Source: an optimization exercise on an open RTL-to-GDS flow (aim: small area, a short achievable clock period and few clock cycles). Production flows keep margins and buffers that such runs may drop. Only simulation tests tie the RTL to the original design; equivalence was not proved.

==> job 2731 <==
## fft_top
module fft_top (
    input  logic       clk,
    input  logic       rst,
    input  logic [2:0] log2n,
    input  logic [7:0] data_in,
    input  logic       data_in_valid,
    output logic       fft_ready,
    output logic       done,
    output logic       error,
    output logic [7:0] data_out,
    output logic       data_out_valid
);
Settings: LEC_CHECK=0, ABC_AREA=1, CAP_MARGIN=20, CORE_MARGIN=2, CORE_UTILIZATION=75, CTS_CLUSTER_DIAMETER=90, CTS_CLUSTER_SIZE=25, SLEW_MARGIN=20; clock period 15.0 ns.
standard.sh (not shown) runs the stock make flow with config.mk's settings and CLKGATE_MAP_FILE= SYNTH_SCRIPT=/design/flow/synth_recipe.tcl, a recipe that flattens the netlist after the stock synthesis.
==> flow/flow/run.sh <==
#!/bin/bash
# Standard layout, with the resizer asked for more setup slack than the default
# (same clock, same constraints): its repair_timing steps then also speed up
# the port buffers and the register-to-register paths.
set -euo pipefail
export SETUP_SLACK_MARGIN=${MARGIN:-11.3}
bash standard.sh > make_finish.log 2>&1
==> job 1441: changes against job 2731 <==
--- a/flow/design.v
+++ b/flow/design.v
@@ -154,17 +154,17 @@
             4'd5, 4'd6:       twiddle = 8'h1A;
             4'd7, 4'd8, 4'd9: twiddle = 8'h0A;
             4'd10, 4'd11:     twiddle = 8'h9A;
             4'd12:            twiddle = 8'h99;
             4'd13, 4'd14:     twiddle = 8'hA9;
             default:          twiddle = 8'hA0;
         endcase
     endfunction
-    localparam int P = (S >= 3) ? 1 : 0;
+    localparam int P = (S >= 2) ? 1 : 0;
     localparam int L = D + P;    
     logic [S:0] p_q, p_n;
     logic       bf_q;
     assign p_n = nx_sof ? '0 : p_q + 1'b1;
     always_ff @(posedge clk) begin
         p_q  <= p_n;
         bf_q <= p_n[S];
     end
@@ -223,47 +223,33 @@
     assign head  = dl[D-1];
     assign pr_re = fpair(head[7:4], b[7:4]);
     assign pr_im = fpair(head[3:0], b[3:0]);
     assign out_n = bf ? {pr_re[7:4], pr_im[7:4]} : head;
     assign dl_in = bf ? {pr_re[3:0], pr_im[3:0]} : b;
     always_ff @(posedge clk) begin
         dl[0] <= dl_in;
         for (int i = 1; i < D; i++) dl[i] <= dl[i-1];
+        y <= out_n;
         ts[0] <= x_sof;
         for (int i = 1; i < L; i++) ts[i] <= ts[i-1];
+        y_sof <= ts[L-1];
     end
     always_ff @(posedge clk or negedge rst) begin
         if (!rst) begin
-            tv <= '0;
+            tv  <= '0;
+            y_v <= 1'b0;
         end else begin
             tv[0] <= x_v;
             for (int i = 1; i < L; i++) tv[i] <= tv[i-1];
+            y_v <= tv[L-1];
         end
     end
-    generate
-        if (S == 0) begin : g_comb_out
-            assign y      = out_n;
-            assign y_v    = tv[L-1];
-            assign y_sof  = ts[L-1];
-            assign ny_v   = x_v;
-            assign ny_sof = x_sof;
-        end else begin : g_reg_out
-            always_ff @(posedge clk) begin
-                y     <= out_n;
-                y_sof <= ts[L-1];
-            end
-            always_ff @(posedge clk or negedge rst) begin
-                if (!rst) y_v <= 1'b0;
-                else      y_v <= tv[L-1];
-            end
-            assign ny_v   = tv[L-1];
-            assign ny_sof = ts[L-1];
-        end
-    endgenerate
+    assign ny_v   = tv[L-1];
+    assign ny_sof = ts[L-1];
 endmodule
 module fft_top (
     input  logic       clk,
     input  logic       rst,
     input  logic [2:0] log2n,
     input  logic [7:0] data_in,
     input  logic       data_in_valid,
     output logic       fft_ready,
@@ -313,48 +299,49 @@
     assign at_last   = (cnt == 5'((6'd1 << fl) - 6'd2));
     assign last_take = take_more && at_last;
     assign rfree   = !ractive || (rcnt == rnm1);
     assign rsoon   = rfree || (rcnt == rnm1 - 5'd1);
     assign start_m = rfree && pnd_m && !(pnd_s && s_old);
     assign start_s = rfree && pnd_s && !(pnd_m && !s_old);
     assign side_av = !pnd_s && !(ld && lb);
     assign to_side = !log2n[2] && side_av;
-    logic w_av, l_av, pm_keep, ps_keep;
-    assign w_av    = !pnd_m || start_m;                           
-    assign l_av    = at_last && (lb ? w_av : (rsoon && !pnd_s));   
-    assign pm_keep = pnd_m && !start_m;
-    assign ps_keep = pnd_s && !start_s;
-    assign rdy_n   = data_in_valid ? (rdy ? !log2n_ok : (ld ? l_av : w_av))
-                                   : (rdy || (!ld && w_av));
-    always_ff @(posedge clk) fft_ready <= rdy_n;
+    always_comb begin
+        if (rdy)     rdy_n = !first_acc;
+        else if (ld) rdy_n = last_take && (lb ? (!pnd_m || start_m) : (rsoon && !pnd_s));
+        else         rdy_n = !pnd_m || start_m;
+    end
+    always_ff @(posedge clk or negedge rst) begin
+        if (!rst) fft_ready <= 1'b0;
+        else      fft_ready <= rdy_n;
+    end
     logic       in_v, in_first;
     logic [7:0] in_d;
     logic [2:0] in_l;
     always_ff @(posedge clk or negedge rst) begin
         if (!rst) begin
             rdy       <= 1'b1;
             ld        <= 1'b0;
             lb        <= 1'b0;
             pnd_m     <= 1'b0;
             pnd_s     <= 1'b0;
             s_old     <= 1'b0;
             error     <= 1'b0;
             in_v      <= 1'b0;
             in_first  <= 1'b0;
         end else begin
-            rdy      <= rdy_n;
-            ld       <= data_in_valid ? (rdy ? log2n_ok : (ld && !at_last)) : ld;
-            lb       <= (data_in_valid && rdy) ? (log2n_ok ? to_side : lb) : lb;
-            pnd_m    <= (data_in_valid && ld && at_last && !lb) || pm_keep;
-            pnd_s    <= (data_in_valid && ld && at_last && lb) || ps_keep;
-            s_old    <= (data_in_valid && ld && at_last) ? (!lb && ps_keep) : s_old;
-            error    <= data_in_valid && rdy && !log2n_ok;
-            in_v     <= data_in_valid && (rdy ? log2n_ok : ld);
-            in_first <= data_in_valid && rdy && log2n_ok;
+            rdy <= rdy_n;
+            ld    <= first_acc || (ld && !last_take);
+            if (first_acc) lb <= to_side;
+            pnd_m <= (pnd_m && !start_m) || (last_take && !lb);
+            pnd_s <= (pnd_s && !start_s) || (last_take && lb);
+            if (last_take) s_old <= !lb && pnd_s && !start_s;
+            error    <= rdy && data_in_valid && !log2n_ok;
+            in_v     <= first_acc || take_more;
+            in_first <= first_acc;
         end
     end
     always_ff @(posedge clk) begin
         if (rdy) begin
             fl  <= log2n;    
             cnt <= 5'd0;
         end else if (data_in_valid) begin
             cnt <= cnt + 5'd1;
==> flow/flow/run.sh (replaced) <==
#!/bin/bash
# Standard layout, with the resizer asked for more setup slack than the default
# (same clock, same constraints): its repair_timing steps then also speed up
# the port buffers and the register-to-register paths.
set -euo pipefail
export SETUP_SLACK_MARGIN=${MARGIN:-10.4}
bash standard.sh > make_finish.log 2>&1
==> flow/config.mk (replaced) <==
export PLATFORM = sky130hd
export DESIGN_NAME = fft_top
export DESIGN_NICKNAME = fft_top
export VERILOG_FILES = /design/flow/design.v
export SDC_FILE = /design/flow/constraint.sdc
export NUM_CORES = 4
export LEC_CHECK = 0
export ABC_AREA = 1
export CAP_MARGIN = 20
export CORE_MARGIN = 2
export CORE_UTILIZATION = 40
export SLEW_MARGIN = 20
==> job 9966: changes against job 2731 <==
--- a/flow/design.v
+++ b/flow/design.v
@@ -154,17 +154,17 @@
             4'd5, 4'd6:       twiddle = 8'h1A;
             4'd7, 4'd8, 4'd9: twiddle = 8'h0A;
             4'd10, 4'd11:     twiddle = 8'h9A;
             4'd12:            twiddle = 8'h99;
             4'd13, 4'd14:     twiddle = 8'hA9;
             default:          twiddle = 8'hA0;
         endcase
     endfunction
-    localparam int P = (S >= 3) ? 1 : 0;
+    localparam int P = (S >= 2) ? 1 : 0;
     localparam int L = D + P;    
     logic [S:0] p_q, p_n;
     logic       bf_q;
     assign p_n = nx_sof ? '0 : p_q + 1'b1;
     always_ff @(posedge clk) begin
         p_q  <= p_n;
         bf_q <= p_n[S];
     end
@@ -223,47 +223,33 @@
     assign head  = dl[D-1];
     assign pr_re = fpair(head[7:4], b[7:4]);
     assign pr_im = fpair(head[3:0], b[3:0]);
     assign out_n = bf ? {pr_re[7:4], pr_im[7:4]} : head;
     assign dl_in = bf ? {pr_re[3:0], pr_im[3:0]} : b;
     always_ff @(posedge clk) begin
         dl[0] <= dl_in;
         for (int i = 1; i < D; i++) dl[i] <= dl[i-1];
+        y <= out_n;
         ts[0] <= x_sof;
         for (int i = 1; i < L; i++) ts[i] <= ts[i-1];
+        y_sof <= ts[L-1];
     end
     always_ff @(posedge clk or negedge rst) begin
         if (!rst) begin
-            tv <= '0;
+            tv  <= '0;
+            y_v <= 1'b0;
         end else begin
             tv[0] <= x_v;
             for (int i = 1; i < L; i++) tv[i] <= tv[i-1];
+            y_v <= tv[L-1];
         end
     end
-    generate
-        if (S == 0) begin : g_comb_out
-            assign y      = out_n;
-            assign y_v    = tv[L-1];
-            assign y_sof  = ts[L-1];
-            assign ny_v   = x_v;
-            assign ny_sof = x_sof;
-        end else begin : g_reg_out
-            always_ff @(posedge clk) begin
-                y     <= out_n;
-                y_sof <= ts[L-1];
-            end
-            always_ff @(posedge clk or negedge rst) begin
-                if (!rst) y_v <= 1'b0;
-                else      y_v <= tv[L-1];
-            end
-            assign ny_v   = tv[L-1];
-            assign ny_sof = ts[L-1];
-        end
-    endgenerate
+    assign ny_v   = tv[L-1];
+    assign ny_sof = ts[L-1];
 endmodule
 module fft_top (
     input  logic       clk,
     input  logic       rst,
     input  logic [2:0] log2n,
     input  logic [7:0] data_in,
     input  logic       data_in_valid,
     output logic       fft_ready,
@@ -313,48 +299,49 @@
     assign at_last   = (cnt == 5'((6'd1 << fl) - 6'd2));
     assign last_take = take_more && at_last;
     assign rfree   = !ractive || (rcnt == rnm1);
     assign rsoon   = rfree || (rcnt == rnm1 - 5'd1);
     assign start_m = rfree && pnd_m && !(pnd_s && s_old);
     assign start_s = rfree && pnd_s && !(pnd_m && !s_old);
     assign side_av = !pnd_s && !(ld && lb);
     assign to_side = !log2n[2] && side_av;
-    logic w_av, l_av, pm_keep, ps_keep;
-    assign w_av    = !pnd_m || start_m;                           
-    assign l_av    = at_last && (lb ? w_av : (rsoon && !pnd_s));   
-    assign pm_keep = pnd_m && !start_m;
-    assign ps_keep = pnd_s && !start_s;
-    assign rdy_n   = data_in_valid ? (rdy ? !log2n_ok : (ld ? l_av : w_av))
-                                   : (rdy || (!ld && w_av));
-    always_ff @(posedge clk) fft_ready <= rdy_n;
+    always_comb begin
+        if (rdy)     rdy_n = !first_acc;
+        else if (ld) rdy_n = last_take && (lb ? (!pnd_m || start_m) : (rsoon && !pnd_s));
+        else         rdy_n = !pnd_m || start_m;
+    end
+    always_ff @(posedge clk or negedge rst) begin
+        if (!rst) fft_ready <= 1'b0;
+        else      fft_ready <= rdy_n;
+    end
     logic       in_v, in_first;
     logic [7:0] in_d;
     logic [2:0] in_l;
     always_ff @(posedge clk or negedge rst) begin
         if (!rst) begin
             rdy       <= 1'b1;
             ld        <= 1'b0;
             lb        <= 1'b0;
             pnd_m     <= 1'b0;
             pnd_s     <= 1'b0;
             s_old     <= 1'b0;
             error     <= 1'b0;
             in_v      <= 1'b0;
             in_first  <= 1'b0;
         end else begin
-            rdy      <= rdy_n;
-            ld       <= data_in_valid ? (rdy ? log2n_ok : (ld && !at_last)) : ld;
-            lb       <= (data_in_valid && rdy) ? (log2n_ok ? to_side : lb) : lb;
-            pnd_m    <= (data_in_valid && ld && at_last && !lb) || pm_keep;
-            pnd_s    <= (data_in_valid && ld && at_last && lb) || ps_keep;
-            s_old    <= (data_in_valid && ld && at_last) ? (!lb && ps_keep) : s_old;
-            error    <= data_in_valid && rdy && !log2n_ok;
-            in_v     <= data_in_valid && (rdy ? log2n_ok : ld);
-            in_first <= data_in_valid && rdy && log2n_ok;
+            rdy <= rdy_n;
+            ld    <= first_acc || (ld && !last_take);
+            if (first_acc) lb <= to_side;
+            pnd_m <= (pnd_m && !start_m) || (last_take && !lb);
+            pnd_s <= (pnd_s && !start_s) || (last_take && lb);
+            if (last_take) s_old <= !lb && pnd_s && !start_s;
+            error    <= rdy && data_in_valid && !log2n_ok;
+            in_v     <= first_acc || take_more;
+            in_first <= first_acc;
         end
     end
     always_ff @(posedge clk) begin
         if (rdy) begin
             fl  <= log2n;    
             cnt <= 5'd0;
         end else if (data_in_valid) begin
             cnt <= cnt + 5'd1;
==> flow/flow/run.sh (replaced) <==
#!/bin/bash
# Standard layout, with the resizer asked for more setup slack than the default
# (same clock, same constraints): its repair_timing steps then also speed up
# the port buffers and the register-to-register paths.
set -euo pipefail
export SETUP_SLACK_MARGIN=${MARGIN:-11.5}
bash standard.sh > make_finish.log 2>&1
==> flow/config.mk (replaced) <==
export PLATFORM = sky130hd
export DESIGN_NAME = fft_top
export DESIGN_NICKNAME = fft_top
export VERILOG_FILES = /design/flow/design.v
export SDC_FILE = /design/flow/constraint.sdc
export NUM_CORES = 4
export LEC_CHECK = 0
export ABC_AREA = 1
export CAP_MARGIN = 20
export CORE_MARGIN = 2
export CORE_UTILIZATION = 40
export SLEW_MARGIN = 20
==> job 3561: changes against job 2731 <==
--- a/flow/design.v
+++ b/flow/design.v
@@ -154,17 +154,17 @@
             4'd5, 4'd6:       twiddle = 8'h1A;
             4'd7, 4'd8, 4'd9: twiddle = 8'h0A;
             4'd10, 4'd11:     twiddle = 8'h9A;
             4'd12:            twiddle = 8'h99;
             4'd13, 4'd14:     twiddle = 8'hA9;
             default:          twiddle = 8'hA0;
         endcase
     endfunction
-    localparam int P = (S >= 3) ? 1 : 0;
+    localparam int P = (S >= 2) ? 1 : 0;
     localparam int L = D + P;    
     logic [S:0] p_q, p_n;
     logic       bf_q;
     assign p_n = nx_sof ? '0 : p_q + 1'b1;
     always_ff @(posedge clk) begin
         p_q  <= p_n;
         bf_q <= p_n[S];
     end
@@ -223,47 +223,33 @@
     assign head  = dl[D-1];
     assign pr_re = fpair(head[7:4], b[7:4]);
     assign pr_im = fpair(head[3:0], b[3:0]);
     assign out_n = bf ? {pr_re[7:4], pr_im[7:4]} : head;
     assign dl_in = bf ? {pr_re[3:0], pr_im[3:0]} : b;
     always_ff @(posedge clk) begin
         dl[0] <= dl_in;
         for (int i = 1; i < D; i++) dl[i] <= dl[i-1];
+        y <= out_n;
         ts[0] <= x_sof;
         for (int i = 1; i < L; i++) ts[i] <= ts[i-1];
+        y_sof <= ts[L-1];
     end
     always_ff @(posedge clk or negedge rst) begin
         if (!rst) begin
-            tv <= '0;
+            tv  <= '0;
+            y_v <= 1'b0;
         end else begin
             tv[0] <= x_v;
             for (int i = 1; i < L; i++) tv[i] <= tv[i-1];
+            y_v <= tv[L-1];
         end
     end
-    generate
-        if (S == 0) begin : g_comb_out
-            assign y      = out_n;
-            assign y_v    = tv[L-1];
-            assign y_sof  = ts[L-1];
-            assign ny_v   = x_v;
-            assign ny_sof = x_sof;
-        end else begin : g_reg_out
-            always_ff @(posedge clk) begin
-                y     <= out_n;
-                y_sof <= ts[L-1];
-            end
-            always_ff @(posedge clk or negedge rst) begin
-                if (!rst) y_v <= 1'b0;
-                else      y_v <= tv[L-1];
-            end
-            assign ny_v   = tv[L-1];
-            assign ny_sof = ts[L-1];
-        end
-    endgenerate
+    assign ny_v   = tv[L-1];
+    assign ny_sof = ts[L-1];
 endmodule
 module fft_top (
     input  logic       clk,
     input  logic       rst,
     input  logic [2:0] log2n,
     input  logic [7:0] data_in,
     input  logic       data_in_valid,
     output logic       fft_ready,
==> flow/config.mk (replaced) <==
export PLATFORM = sky130hd
export DESIGN_NAME = fft_top
export DESIGN_NICKNAME = fft_top
export VERILOG_FILES = /design/flow/design.v
export SDC_FILE = /design/flow/constraint.sdc
export NUM_CORES = 4
export LEC_CHECK = 0
export ABC_AREA = 1
export CAP_MARGIN = 20
export CORE_MARGIN = 2
export CORE_UTILIZATION = 40
export CTS_CLUSTER_DIAMETER = 90
export CTS_CLUSTER_SIZE = 25
export SLEW_MARGIN = 20
==> reports/metrics.yaml <==
ir_worst_vdd_v: 0.000130
cell_internal_pwr_w: 0.00692
status: "complete, no violations"
first_pass_iters: 8
power.leakage_nw: 20.4
power_density_mw_per_mm2: 259
synth_mux_area_frac: 0.000272
inv_count: 534
Source of the figures above: job 9966

==> reports/metrics.yaml <==
status: "complete, no violations"
cts_tree: "built"
synth_mux_area_frac: 0.000274
power_density_mw_per_mm2: 234
power.leakage_nw: 19.2
avgRoutedWirePerCell_microns: 16.1
ir_worst_vdd_v: 0.000113
cell_internal_pwr_w: 0.00577
first_pass_iters: 6
Source of the figures above: job 3561

==> reports/metrics.yaml <==
synth_mux_area_frac: 0.000621
status: "complete, no violations"
ir_worst_vdd_v: 0.000156
power_density_mw_per_mm2: 247
cell_internal_pwr_w: 0.00563
inv_count: 473
syn_nets: 4864
Source of the figures above: job 2731

==> reports/metrics.yaml <==
ir_worst_vdd_v: 0.000139
power_density_mw_per_mm2: 253
cell_internal_pwr_w: 0.00653
power.leakage_nw: 19.6
status: "complete, no violations"
Source of the figures above: job 1441

Testbench counts of job 2731, summed over its fixed seeds: cycles 4,821.
Testbench counts of job 1441, summed over its fixed seeds: cycles 4,837.
Testbench counts of job 9966, summed over its fixed seeds: cycles 4,837.
Testbench counts of job 3561, summed over its fixed seeds: cycles 4,837.

## port drivers added, routing unchanged
The results above use ideal ports. As a check the final layouts listed here were re-extracted and re-timed, cells and wires unchanged.
Step 1, drivers: a clkbuf_16 drives clk and a buf_2 each remaining input, both assumed.
Step 2 times the ports against the registers' clock, not the clock port: input delays grow and output delays shrink by t, the midpoint of the rising clock arrivals with the driver on.
Three values: ideal ports, drivers, drivers and shift; two values: the first two.
| run | shift t [ns] | slack for setup (ns) | worst setup path after step 2 | worst register clock-pin slew, ns |
|---|---|---|---|---|
| job 2731 | 0.664 | 10.883 / 10.820 / 10.851 | input to register | 0.10 / 0.10 |
| job 1441 | 0.728 | 10.466 / 10.403 / 9.933 | input to register | 0.07 / 0.07 |
| job 9966 | 0.722 | 10.789 / 10.719 / 10.703 | input to register | 0.07 / 0.07 |
| job 3561 | 0.712 | 10.830 / 10.758 / 10.745 | input to register | 0.10 / 0.10 |
After both steps setup and hold are still met in every run listed. For job 1441, which loses most, drivers alone change the setup slack by -0.063 ns; drivers and shift together by -0.533 ns.
